From an optimization exercise on the open Yosys and OpenROAD flow, aimed at small area, a short achievable clock period and few clock cycles per item; shortcuts taken in it are not production practice.
The RTL was checked by simulation tests, not by an equivalence proof against the original design.
Power figures rest on the tool's default switching activity, not on a simulated workload.

===== design/flow/run.sh =====
#!/bin/bash
# synth_recipe.tcl (not shown) runs the flow's synth.tcl, then flattens the netlist and writes it again
# the make line also repeats each setting of config.mk as NAME=value (left out here)
make -C /OpenROAD-flow-scripts/flow DESIGN_CONFIG=/design/flow/config.mk WORK_HOME=/design/flow/orfs CLKGATE_MAP_FILE= SYNTH_SCRIPT=/design/flow/synth_recipe.tcl finish

===== design/flow/config.mk =====
export PLATFORM = sky130hd
export DESIGN_NAME = dct8x8_forward_inverse
export DESIGN_NICKNAME = dct8x8_forward_inverse
export VERILOG_FILES = /design/flow/design.v
export SDC_FILE = /design/flow/constraint.sdc
export NUM_CORES = 4
export LEC_CHECK = 0
export CAP_MARGIN = 20
export CORE_MARGIN = 2
export CORE_UTILIZATION = 40
export SLEW_MARGIN = 20

===== design/flow/constraint.sdc =====
create_clock -name core_clock -period 10.0 [get_ports {clock}]
set_input_delay 2.0000 -clock core_clock [delete_from_list [all_inputs] [get_ports {clock}]]
set_output_delay 2.0000 -clock core_clock [all_outputs]
set_load 0.01 [all_outputs]

===== design/flow/design.v =====
package dctfi_pkg;
   localparam int SAMPLE_W     = 8;
   localparam int COEF_W       = 12;
   localparam int RECON_W      = 10;
   localparam int POS_W        = 6;
   localparam int TABLE_BITS   = 30;
   localparam int COEF_MIN     = -1024;
   localparam int COEF_MAX     = 1024;
   localparam int RECON_MIN    = -16;
   localparam int RECON_MAX    = 271;
   localparam int RECON_OFFSET = 128;
   localparam logic [POS_W-1:0] LAST_POS = 6'd63;
   function automatic logic [63:0] cos_q30(input int m);
      case (m)
         0:       cos_q30 = 64'd1073741824;
         1:       cos_q30 = 64'd1053110176;
         2:       cos_q30 = 64'd992008094;
         3:       cos_q30 = 64'd892783698;
         4:       cos_q30 = 64'd759250125;
         5:       cos_q30 = 64'd596538995;
         6:       cos_q30 = 64'd410903207;
         7:       cos_q30 = 64'd209476638;
         default: cos_q30 = 64'd0;
      endcase
   endfunction
   localparam logic [63:0] INV_SQRT2_Q30 = 64'd759250125;
   typedef enum logic [1:0] {
      PASS_FROW = 2'd0,
      PASS_FCOL = 2'd1,
      PASS_IROW = 2'd2,
      PASS_ICOL = 2'd3
   } pass_type;
   typedef struct packed {
      logic                 vld;
      logic                 first;
      logic                 last;
      pass_type             pass;
      logic [POS_W-1:0]     idx;
   } mac_tag_type;
   function automatic logic [31:0] basis_val(input int k, input int n, input int frac);
      logic [63:0] mag;
      logic [63:0] r;
      int          m;
      int          sh;
      logic        neg;
      neg = 1'b0;
      sh  = TABLE_BITS - frac;
      m   = 0;
      if (k == 0) begin
         mag = INV_SQRT2_Q30;
      end else begin
         m = ((2 * n + 1) * k) & 31;
         if (m > 16) m = 32 - m;
         if (m > 8) begin
            m   = 16 - m;
            neg = 1'b1;
         end
         mag = cos_q30(m);
      end
      r = (mag + (64'd1 << (sh - 1))) >> sh;
      basis_val = neg ? (32'd0 - r[31:0]) : r[31:0];
   endfunction
endpackage
module dctfi_mac #(
   parameter int AW = 28,
   parameter int BW = 16,
   parameter int ACCW = 46
) (
   input  logic                   clock,
   input  logic                   reset,
   input  dctfi_pkg::mac_tag_type tag_in,
   input  logic signed [AW-1:0]   a_in,
   input  logic signed [BW-1:0]   b_in,
   output dctfi_pkg::mac_tag_type tag_out,
   output logic signed [ACCW-1:0] acc_out,
   output logic                   busy
);
   dctfi_pkg::mac_tag_type                  tag2_ff;
   dctfi_pkg::mac_tag_type                  tag3_ff;
   logic signed [AW+BW-1:0]      prod_ff;
   logic signed [ACCW-1:0]       acc_ff;
   logic signed [ACCW-1:0]       prod_ext;
   always_ff @(posedge clock) begin
      prod_ff <= a_in * b_in;
      if (reset) begin
         tag2_ff.vld <= 1'b0;
      end else begin
         tag2_ff <= tag_in;
      end
   end
   assign prod_ext = ACCW'(prod_ff);
   always_ff @(posedge clock) begin
      if (tag2_ff.vld) begin
         acc_ff <= tag2_ff.first ? prod_ext : acc_ff + prod_ext;
      end
      if (reset) begin
         tag3_ff.vld <= 1'b0;
      end else begin
         tag3_ff <= {tag2_ff.vld & tag2_ff.last, tag2_ff.first, tag2_ff.last,
                     tag2_ff.pass, tag2_ff.idx};
      end
   end
   assign tag_out = tag3_ff;
   assign acc_out = acc_ff;
   assign busy    = tag2_ff.vld | tag3_ff.vld;
endmodule
module dct8x8_forward_inverse #(
   parameter int COSINE_FRACTION_BITS = 14
) (
   input  logic              clock,
   input  logic              reset,
   input  logic              req_valid,
   output logic              req_ready,
   input  logic signed [7:0] req_sample,
   output logic              rsp_valid,
   input  logic              rsp_ready,
   output logic [5:0]        rsp_position,
   output logic signed [11:0] rsp_coefficient,
   output logic signed [9:0] rsp_reconstructed,
   output logic              rsp_last
);
   localparam int F    = COSINE_FRACTION_BITS;
   localparam int BW   = F + 2;
   localparam int AW   = F + 14;
   localparam int TW   = AW;
   localparam int ACCW = 2 * F + 18;
   localparam int SH   = 2 * F + 2;
   localparam int QW   = ACCW - SH;
   typedef enum logic [3:0] {
      ST_LOAD  = 4'b0001,
      ST_RUN   = 4'b0010,
      ST_DRAIN = 4'b0100,
      ST_EMIT  = 4'b1000
   } state_type;
   state_type               state_ff, state_in;
   dctfi_pkg::pass_type                pass_ff, pass_in;
   logic [dctfi_pkg::POS_W-1:0]        load_cnt_ff;
   logic [dctfi_pkg::POS_W-1:0]        idx_ff;
   logic [2:0]              tap_ff;
   logic [dctfi_pkg::POS_W:0]          emit_cnt_ff;
   logic signed [BW-1:0]    basis_tbl [64];
   logic [dctfi_pkg::POS_W-1:0]        aaddr;
   logic [dctfi_pkg::POS_W-1:0]        bidx;
   logic                    issue;
   logic                    req_xfer;
   logic                    advance;
   logic                    emit_rd;
   logic                    pipe_empty;
   logic signed [dctfi_pkg::SAMPLE_W-1:0] sample_mem [64];
   logic signed [TW-1:0]       tmp_mem    [64];
   logic signed [dctfi_pkg::COEF_W-1:0]   coef_mem   [64];
   logic signed [dctfi_pkg::RECON_W-1:0]  recon_mem  [64];
   logic signed [dctfi_pkg::SAMPLE_W-1:0] sample_rd_ff;
   logic signed [TW-1:0]       tmp_rd_ff;
   logic signed [dctfi_pkg::COEF_W-1:0]   coef_rd_ff;
   logic signed [dctfi_pkg::RECON_W-1:0]  recon_rd_ff;
   logic [dctfi_pkg::POS_W-1:0]           coef_raddr;
   dctfi_pkg::mac_tag_type             s1_tag_ff, s1_tag_in;
   logic signed [BW-1:0]    s1_b_ff;
   logic signed [AW-1:0]    op_a;
   dctfi_pkg::mac_tag_type             mac_tag;
   logic signed [ACCW-1:0]  mac_acc;
   logic                    mac_busy;
   logic                    rnd_neg;
   logic [ACCW-1:0]         rnd_mag;
   logic [ACCW-1:0]         rnd_sum;
   logic [QW-1:0]           rnd_q;
   logic signed [QW:0]      rnd_val;
   logic signed [QW+1:0]    rec_val;
   logic signed [dctfi_pkg::COEF_W-1:0] wr_data_in;
   logic                    wr_vld_ff;
   dctfi_pkg::pass_type                wr_pass_ff;
   logic [dctfi_pkg::POS_W-1:0]        wr_idx_ff;
   logic signed [dctfi_pkg::COEF_W-1:0] wr_data_ff;
   logic                    rsp_vld_ff;
   logic [dctfi_pkg::POS_W-1:0]        rsp_pos_ff;
   always_comb begin
      for (int i = 0; i < 64; i++) begin
         basis_tbl[i] = BW'(dctfi_pkg::basis_val(i / 8, i % 8, F));
      end
   end
   assign req_xfer   = req_valid & req_ready;
   assign issue      = (state_ff == ST_RUN);
   assign advance    = ~rsp_vld_ff | rsp_ready;
   assign emit_rd    = (state_ff == ST_EMIT) & advance & ~emit_cnt_ff[dctfi_pkg::POS_W];
   assign pipe_empty = ~s1_tag_ff.vld & ~mac_busy & ~wr_vld_ff;
   always_comb begin
      unique case (pass_ff)
         dctfi_pkg::PASS_FROW: begin
            aaddr = {idx_ff[5:3], tap_ff};
            bidx  = {idx_ff[2:0], tap_ff};
         end
         dctfi_pkg::PASS_FCOL: begin
            aaddr = {tap_ff, idx_ff[2:0]};
            bidx  = {idx_ff[5:3], tap_ff};
         end
         dctfi_pkg::PASS_IROW: begin
            aaddr = {idx_ff[5:3], tap_ff};
            bidx  = {tap_ff, idx_ff[2:0]};
         end
         dctfi_pkg::PASS_ICOL: begin
            aaddr = {tap_ff, idx_ff[2:0]};
            bidx  = {tap_ff, idx_ff[5:3]};
         end
         default: begin
            aaddr = '0;
            bidx  = '0;
         end
      endcase
   end
   always_comb begin
      state_in = state_ff;
      pass_in  = pass_ff;
      unique case (state_ff)
         ST_LOAD: begin
            if (req_xfer && load_cnt_ff == dctfi_pkg::LAST_POS) state_in = ST_RUN;
         end
         ST_RUN: begin
            if (idx_ff == dctfi_pkg::LAST_POS && tap_ff == 3'd7) state_in = ST_DRAIN;
         end
         ST_DRAIN: begin
            if (pipe_empty) begin
               if (pass_ff == dctfi_pkg::PASS_ICOL) begin
                  state_in = ST_EMIT;
                  pass_in  = dctfi_pkg::PASS_FROW;
               end else begin
                  state_in = ST_RUN;
                  unique case (pass_ff)
                     dctfi_pkg::PASS_FROW: pass_in = dctfi_pkg::PASS_FCOL;
                     dctfi_pkg::PASS_FCOL: pass_in = dctfi_pkg::PASS_IROW;
                     default:   pass_in = dctfi_pkg::PASS_ICOL;
                  endcase
               end
            end
         end
         ST_EMIT: begin
            if (advance && emit_cnt_ff[dctfi_pkg::POS_W]) state_in = ST_LOAD;
         end
         default: state_in = ST_LOAD;
      endcase
   end
   always_ff @(posedge clock) begin
      if (reset) begin
         state_ff    <= ST_LOAD;
         pass_ff     <= dctfi_pkg::PASS_FROW;
         load_cnt_ff <= '0;
         idx_ff      <= '0;
         tap_ff      <= '0;
         emit_cnt_ff <= '0;
      end else begin
         state_ff <= state_in;
         pass_ff  <= pass_in;
         if (req_xfer) load_cnt_ff <= load_cnt_ff + 1'b1;
         if (issue) begin
            tap_ff <= tap_ff + 1'b1;
            if (tap_ff == 3'd7) idx_ff <= idx_ff + 1'b1;
         end
         if (state_ff != ST_EMIT) begin
            emit_cnt_ff <= '0;
         end else if (emit_rd) begin
            emit_cnt_ff <= emit_cnt_ff + 1'b1;
         end
      end
   end
   assign coef_raddr = (state_ff == ST_EMIT) ? emit_cnt_ff[dctfi_pkg::POS_W-1:0] : aaddr;
   always_ff @(posedge clock) begin
      if (req_xfer) sample_mem[load_cnt_ff] <= req_sample;
      sample_rd_ff <= sample_mem[aaddr];
   end
   always_ff @(posedge clock) begin
      if (mac_tag.vld && (mac_tag.pass == dctfi_pkg::PASS_FROW || mac_tag.pass == dctfi_pkg::PASS_IROW)) begin
         tmp_mem[mac_tag.idx] <= mac_acc[TW-1:0];
      end
      tmp_rd_ff <= tmp_mem[aaddr];
   end
   always_ff @(posedge clock) begin
      if (wr_vld_ff && wr_pass_ff == dctfi_pkg::PASS_FCOL) coef_mem[wr_idx_ff] <= wr_data_ff;
      if (issue || emit_rd) coef_rd_ff <= coef_mem[coef_raddr];
   end
   always_ff @(posedge clock) begin
      if (wr_vld_ff && wr_pass_ff == dctfi_pkg::PASS_ICOL) recon_mem[wr_idx_ff] <= wr_data_ff[dctfi_pkg::RECON_W-1:0];
      if (emit_rd) recon_rd_ff <= recon_mem[emit_cnt_ff[dctfi_pkg::POS_W-1:0]];
   end
   always_comb begin
      s1_tag_in.vld   = issue;
      s1_tag_in.first = (tap_ff == 3'd0);
      s1_tag_in.last  = (tap_ff == 3'd7);
      s1_tag_in.pass  = pass_ff;
      s1_tag_in.idx   = idx_ff;
   end
   always_ff @(posedge clock) begin
      s1_b_ff <= basis_tbl[bidx];
      if (reset) begin
         s1_tag_ff.vld <= 1'b0;
      end else begin
         s1_tag_ff <= s1_tag_in;
      end
   end
   always_comb begin
      case (s1_tag_ff.pass)
         dctfi_pkg::PASS_FROW: op_a = {{(AW-dctfi_pkg::SAMPLE_W){sample_rd_ff[dctfi_pkg::SAMPLE_W-1]}}, sample_rd_ff};
         dctfi_pkg::PASS_IROW: op_a = {{(AW-dctfi_pkg::COEF_W){coef_rd_ff[dctfi_pkg::COEF_W-1]}}, coef_rd_ff};
         default:   op_a = tmp_rd_ff;
      endcase
   end
   dctfi_mac #(
      .AW   (AW),
      .BW   (BW),
      .ACCW (ACCW)
   ) u_mac (
      .clock   (clock),
      .reset   (reset),
      .tag_in  (s1_tag_ff),
      .a_in    (op_a),
      .b_in    (s1_b_ff),
      .tag_out (mac_tag),
      .acc_out (mac_acc),
      .busy    (mac_busy)
   );
   always_comb begin
      rnd_neg = mac_acc[ACCW-1];
      rnd_mag = rnd_neg ? (~mac_acc + 1'b1) : mac_acc;
      rnd_sum = rnd_mag + (ACCW'(1) << (SH - 1));
      rnd_q   = rnd_sum[ACCW-1:SH];
      rnd_val = rnd_neg ? -$signed({1'b0, rnd_q}) : $signed({1'b0, rnd_q});
      rec_val = (QW+2)'(rnd_val) + (QW+2)'(dctfi_pkg::RECON_OFFSET);
      if (mac_tag.pass == dctfi_pkg::PASS_FCOL) begin
         if (rnd_val < $signed((QW+1)'(dctfi_pkg::COEF_MIN))) begin
            wr_data_in = dctfi_pkg::COEF_W'(dctfi_pkg::COEF_MIN);
         end else if (rnd_val > $signed((QW+1)'(dctfi_pkg::COEF_MAX))) begin
            wr_data_in = dctfi_pkg::COEF_W'(dctfi_pkg::COEF_MAX);
         end else begin
            wr_data_in = rnd_val[dctfi_pkg::COEF_W-1:0];
         end
      end else begin
         if (rec_val < $signed((QW+2)'(dctfi_pkg::RECON_MIN))) begin
            wr_data_in = dctfi_pkg::COEF_W'(dctfi_pkg::RECON_MIN);
         end else if (rec_val > $signed((QW+2)'(dctfi_pkg::RECON_MAX))) begin
            wr_data_in = dctfi_pkg::COEF_W'(dctfi_pkg::RECON_MAX);
         end else begin
            wr_data_in = rec_val[dctfi_pkg::COEF_W-1:0];
         end
      end
   end
   always_ff @(posedge clock) begin
      wr_pass_ff <= mac_tag.pass;
      wr_idx_ff  <= mac_tag.idx;
      wr_data_ff <= wr_data_in;
      if (reset) begin
         wr_vld_ff <= 1'b0;
      end else begin
         wr_vld_ff <= mac_tag.vld &
                      (mac_tag.pass == dctfi_pkg::PASS_FCOL || mac_tag.pass == dctfi_pkg::PASS_ICOL);
      end
   end
   always_ff @(posedge clock) begin
      if (emit_rd) rsp_pos_ff <= emit_cnt_ff[dctfi_pkg::POS_W-1:0];
      if (reset) begin
         rsp_vld_ff <= 1'b0;
      end else if (advance) begin
         rsp_vld_ff <= emit_rd;
      end
   end
   assign req_ready         = (state_ff == ST_LOAD);
   assign rsp_valid         = rsp_vld_ff;
   assign rsp_position      = rsp_pos_ff;
   assign rsp_coefficient   = coef_rd_ff;
   assign rsp_reconstructed = recon_rd_ff;
   assign rsp_last          = (rsp_pos_ff == dctfi_pkg::LAST_POS);
endmodule

==> results.py <==
metrics = {
    "run_status": {
        "run_status": "timing/DRC/antenna clean",
    },
    "synthesis": {
        "synth_cell_type_count": 100,
        "synth_nets": 10300,
        "ys_top_cells_by_area": "edfxtp_1 66%, mux4_2 13%, fa_1 5.0%",
        "synth_area_leader_cell": "edfxtp_1",
        "avgSynthCellArea_um2": 17.7,
        "ys_seq_area_share_pct": 68.2,
        "ys_seq_elements": 3962,
        "synth-async-reset-ratio_pct": 0,
        "synth-edff-count": 3814,
        "netlist.area_leader.share_pct": 66.5,
        "synth_ff_type": "edfxtp_1",
        "synthCells": 9739,
        "netlist_area_mm2": 0.172,
        "ys_warn_count": 3,
    },
    "clock_tree": {
        "htreeDepth": 5,
        "cts.sinks": 3962,
        "cts_hold_buf": 0,
        "cts_resized": 0,
        "tritoncts": "yes",
        "clk_pin_slew_ns": 0.06,
        "insertion_delay_ns": 1.02,
        "root_buffer": "clkbuf_16",
        "cts_setup_buffers": 0,
        "cts_buffer_depth": 4,
        "cts_made_buffers": 392,
    },
    "worst_hold_path": {
        "min_path_type": "reg -> reg",
        "hold_depth": 0,
    },
    "sta": {
        "tightest_slew_ns": 1.30,
        "hold_viol": 0,
        "rsz0062_at_grt": "false",
        "clock_skew_ns": 0.105,
        "fmaxAchievable_mhz": 113,
        "slew_headroom_pct": 13.1,
        "setup_viol": 0,
        "min_period_over_period_pct": 88.9,
        "setup-tns-final_ns": 0,
        "hold_ws_ns": 0.417,
        "maxSlewViolCount": 0,
        "layout_min_cycle_time_ns": 8.89,
    },
    "worst_setup_path": {
        "crit_path_end_kind": "flop",
        "path_max_fanout": 14,
        "required_ns": 10.84,
        "path_delay_family": "adder cells",
        "rr_worst_depth": 29,
        "slowest_stage": "o21ai_1",
        "max_stage_delay_ns": 0.61,
        "critical_path_depth": 29,
        "crit_type": "reg -> reg",
        "critical_path_buf_inv_count": 5,
        "start_kind": "flop",
        "critical_path_arrival_ns": 9.73,
        "cpMostUsedCell": "fa_1",
    },
    "die": {
        "die_h_um": 660,
        "die_area_mm2": 0.436,
        "design.core.area_mm2": 0.430,
        "die_width_um": 660,
        "placementRows": 241,
        "initial_core_util_pct": 40.1,
        "io_pins": 43,
    },
    "cells_and_area": {
        "final_util_pct": 45.1,
        "multi_input_area_mm2": 0.0516,
        "layout.nets": 10500,
        "drive_gt1_share_pct": 19.8,
        "final-seq-area_mm2": 0.118,
        "syn2layout_area_growth_pct": 12.5,
        "num-fill-cells": 36900,
    },
    "route": {
        "viasPerCell": 5.63,
        "wl_per_cell_um": 27.0,
        "remaining_drc_errors": 0,
        "drt-initial-drc-count": 8965,
        "detailedRoute.firstPassIterationCount": 6,
        "ant_nets": 0,
        "routed_wl_um": 432000,
        "dr_total_vias": 89800,
    },
    "run": {
        "drv_cap": 0,
    },
    "global_route": {
        "grt_pass1_wl_um": 636000,
        "grt_pass1_vias": 92700,
        "antenna_found_initial": 16,
        "grt_max_degree": 133,
        "grt_use_total_pct": 19.6,
        "overflow": 0,
    },
    "placed_design": {
        "hpwl_um": 258000,
        "place.gp.congestion": 0.877,
        "port_buffers": 42,
    },
    "pwr": {
        "total_leakage_power_nw": 63.6,
        "p_per_area_mw_per_mm2": 245,
        "irDropWorstVdd_v": 0.000546,
        "power_mw": 47.4,
    },
}
cell usage in the layout, fill, tap and decap left out, drive strengths merged, types with 15 or more instances in the layout:
master         instances
inv                  551
nor2                 427
and3                  23
bufinv                21
a21oi                256
nor4                  23
nor3                  47
nor2b                 85
xor2                  55
a211oi               278
clkdlybuf4s50         34
clkinv               188
nand2                717
fa                   432
o41ai                 15
a31oi                 85
a311oi                76
mux4                 978
nand3                 53
nand2b                28
edfxtp              3814
buf                  284
xnor2                 94
nand4                 26
o31ai                 20
a21o                  35
o21a                  22
dfxtp                148
or3                   18
and2                 348
ha                   165
clkbuf               486
a22oi                 15
mux2i                 70
o21ai                142
worst paths after layout:
kind	startpoint	slack (ns)	end
setup / recovery	s1_tag_ff[7]	1.11	u_mac.prod_ff[42]
hold reg to reg	u_mac.tag2_ff[0]	0.42	u_mac.tag3_ff[0]
setup reg to reg	s1_tag_ff[7]	1.11	u_mac.prod_ff[42]
hold / removal	u_mac.tag2_ff[0]	0.42	u_mac.tag3_ff[0]
metal layers:
metal / GRT usage (%) / up-vias / part of all wire, %
met1: 27.2 / 47800 / 42
li1: - / 38300 / -
met5: 0 / - / 0.0095
met4: 6.43 / 6 / 3.5
met2: 31.8 / 3083 / 48
met3: 2.96 / 637 / 6.3
registers in the layout (all words and copies together) (netlist names), 12 cells and up:
name,flops
u_mac.acc_ff,46
coef_mem,768
sample_mem,512
u_mac.prod_ff,44
coef_rd_ff,12
tmp_mem,1792
wr_data_ff,12
s1_b_ff,15
recon_mem,640
tmp_rd_ff,28
report_power, final:
group          switching (mW)  leakage (nW)  internal, mW  total (mW)
Clock                    6.30          6.01          7.89        14.2
Combinational            8.75          22.0          5.81        14.6
Sequential              0.170          35.6          18.5        18.7
Total                    15.2          63.6          32.2        47.4
stage by stage:
| stage | setup slack, ns | instance area [µm²] | cells |
|---|---|---|---|
| 3_3_place_gp | 1.09 | 180000 | 15200 |
| 4_1_cts | 1.22 | 193000 | 15900 |
| 6_report | 1.11 | 194000 | 16000 |
| 3_5_place_dp | 1.25 | 181000 | 15200 |
| 5_1_grt | 0.611 | 194000 | 15900 |
| 2_1_floorplan | 2.11 | 172000 | 9739 |
area by class of cell:
class | count | share of cell area (%)
clock inverter | 233 | 1.00
multi-input combinational | 4703 | 26.6
inverter | 536 | 1.04
clock buffer | 486 | 5.33
tap | 5710 | 3.69
antenna | 8 | 0.0103
timing repair buffer | 318 | 1.64
sequential | 3962 | 60.7
cell usage after synthesis, types with 9 or more instances:
cell	count
edfxtp_1	3814
mux4_2	978
nand2_1	717
inv_1	534
fa_1	432
nor2_1	426
clkbuf_1	390
and2_1	344
a211oi_1	276
a21oi_1	255
ha_1	165
dfxtp_1	148
buf_1	144
o21ai_0	132
xnor2_1	94
nor2b_1	85
a31oi_1	84
a311oi_1	76
mux2i_1	70
xor2_1	54
nand3_1	52
nor3_1	47
a21o_1	34
nand2b_1	27
nand4_1	24
and3_1	22
o21a_1	22
o31ai_1	18
or3_1	18
nor4_1	17
a22oi_1	15
nand3b_1	11
o41ai_1	11
o21bai_1	10
o22ai_1	10
nor3b_1	9
o21ai_1	9
cells by family after synthesis:
kind of cell | Yosys count | synth area share [%]
compound gates | 1049 | 4.13
flops | 3962 | 68.2
simple gates | 1852 | 5.10
mux | 1056 | 13.2
buf+inv | 1074 | 2.35
xor+xnor | 149 | 0.768
fa+ha+maj | 597 | 6.22
Testbench counts, summed over its fixed seeds: cycles 105,360, blocks 48.

## separate check: timing with driven ports
How much do the figures lean on ideal ports? The routed layout below was timed once more, with nothing changed but the port constraints.
Step 1: set_driving_cell puts a clkbuf_16 on clock and a buf_2 on each other input, an assumption about the parent block.
Step 2 adds t to the input delays and takes it off the output delays; t is the mean of the earliest and latest rising clock arrival at the registers after step 1. Input paths then give back, and output paths get back, about the clock's delay inside the block.
Slacks: no drivers / after step 1 / after step 2; pairs: no drivers / after step 1.
shift t [ns]: 1.050
setup WS [ns]: 1.115 / 1.115 / 1.115
worst setup path at the end: register to register
pins driven straight from the clock port: 1
After both steps setup and hold are still met in this run. The setup slack of this run moves by 0.000 ns with the drivers and by 0.000 ns with both steps.
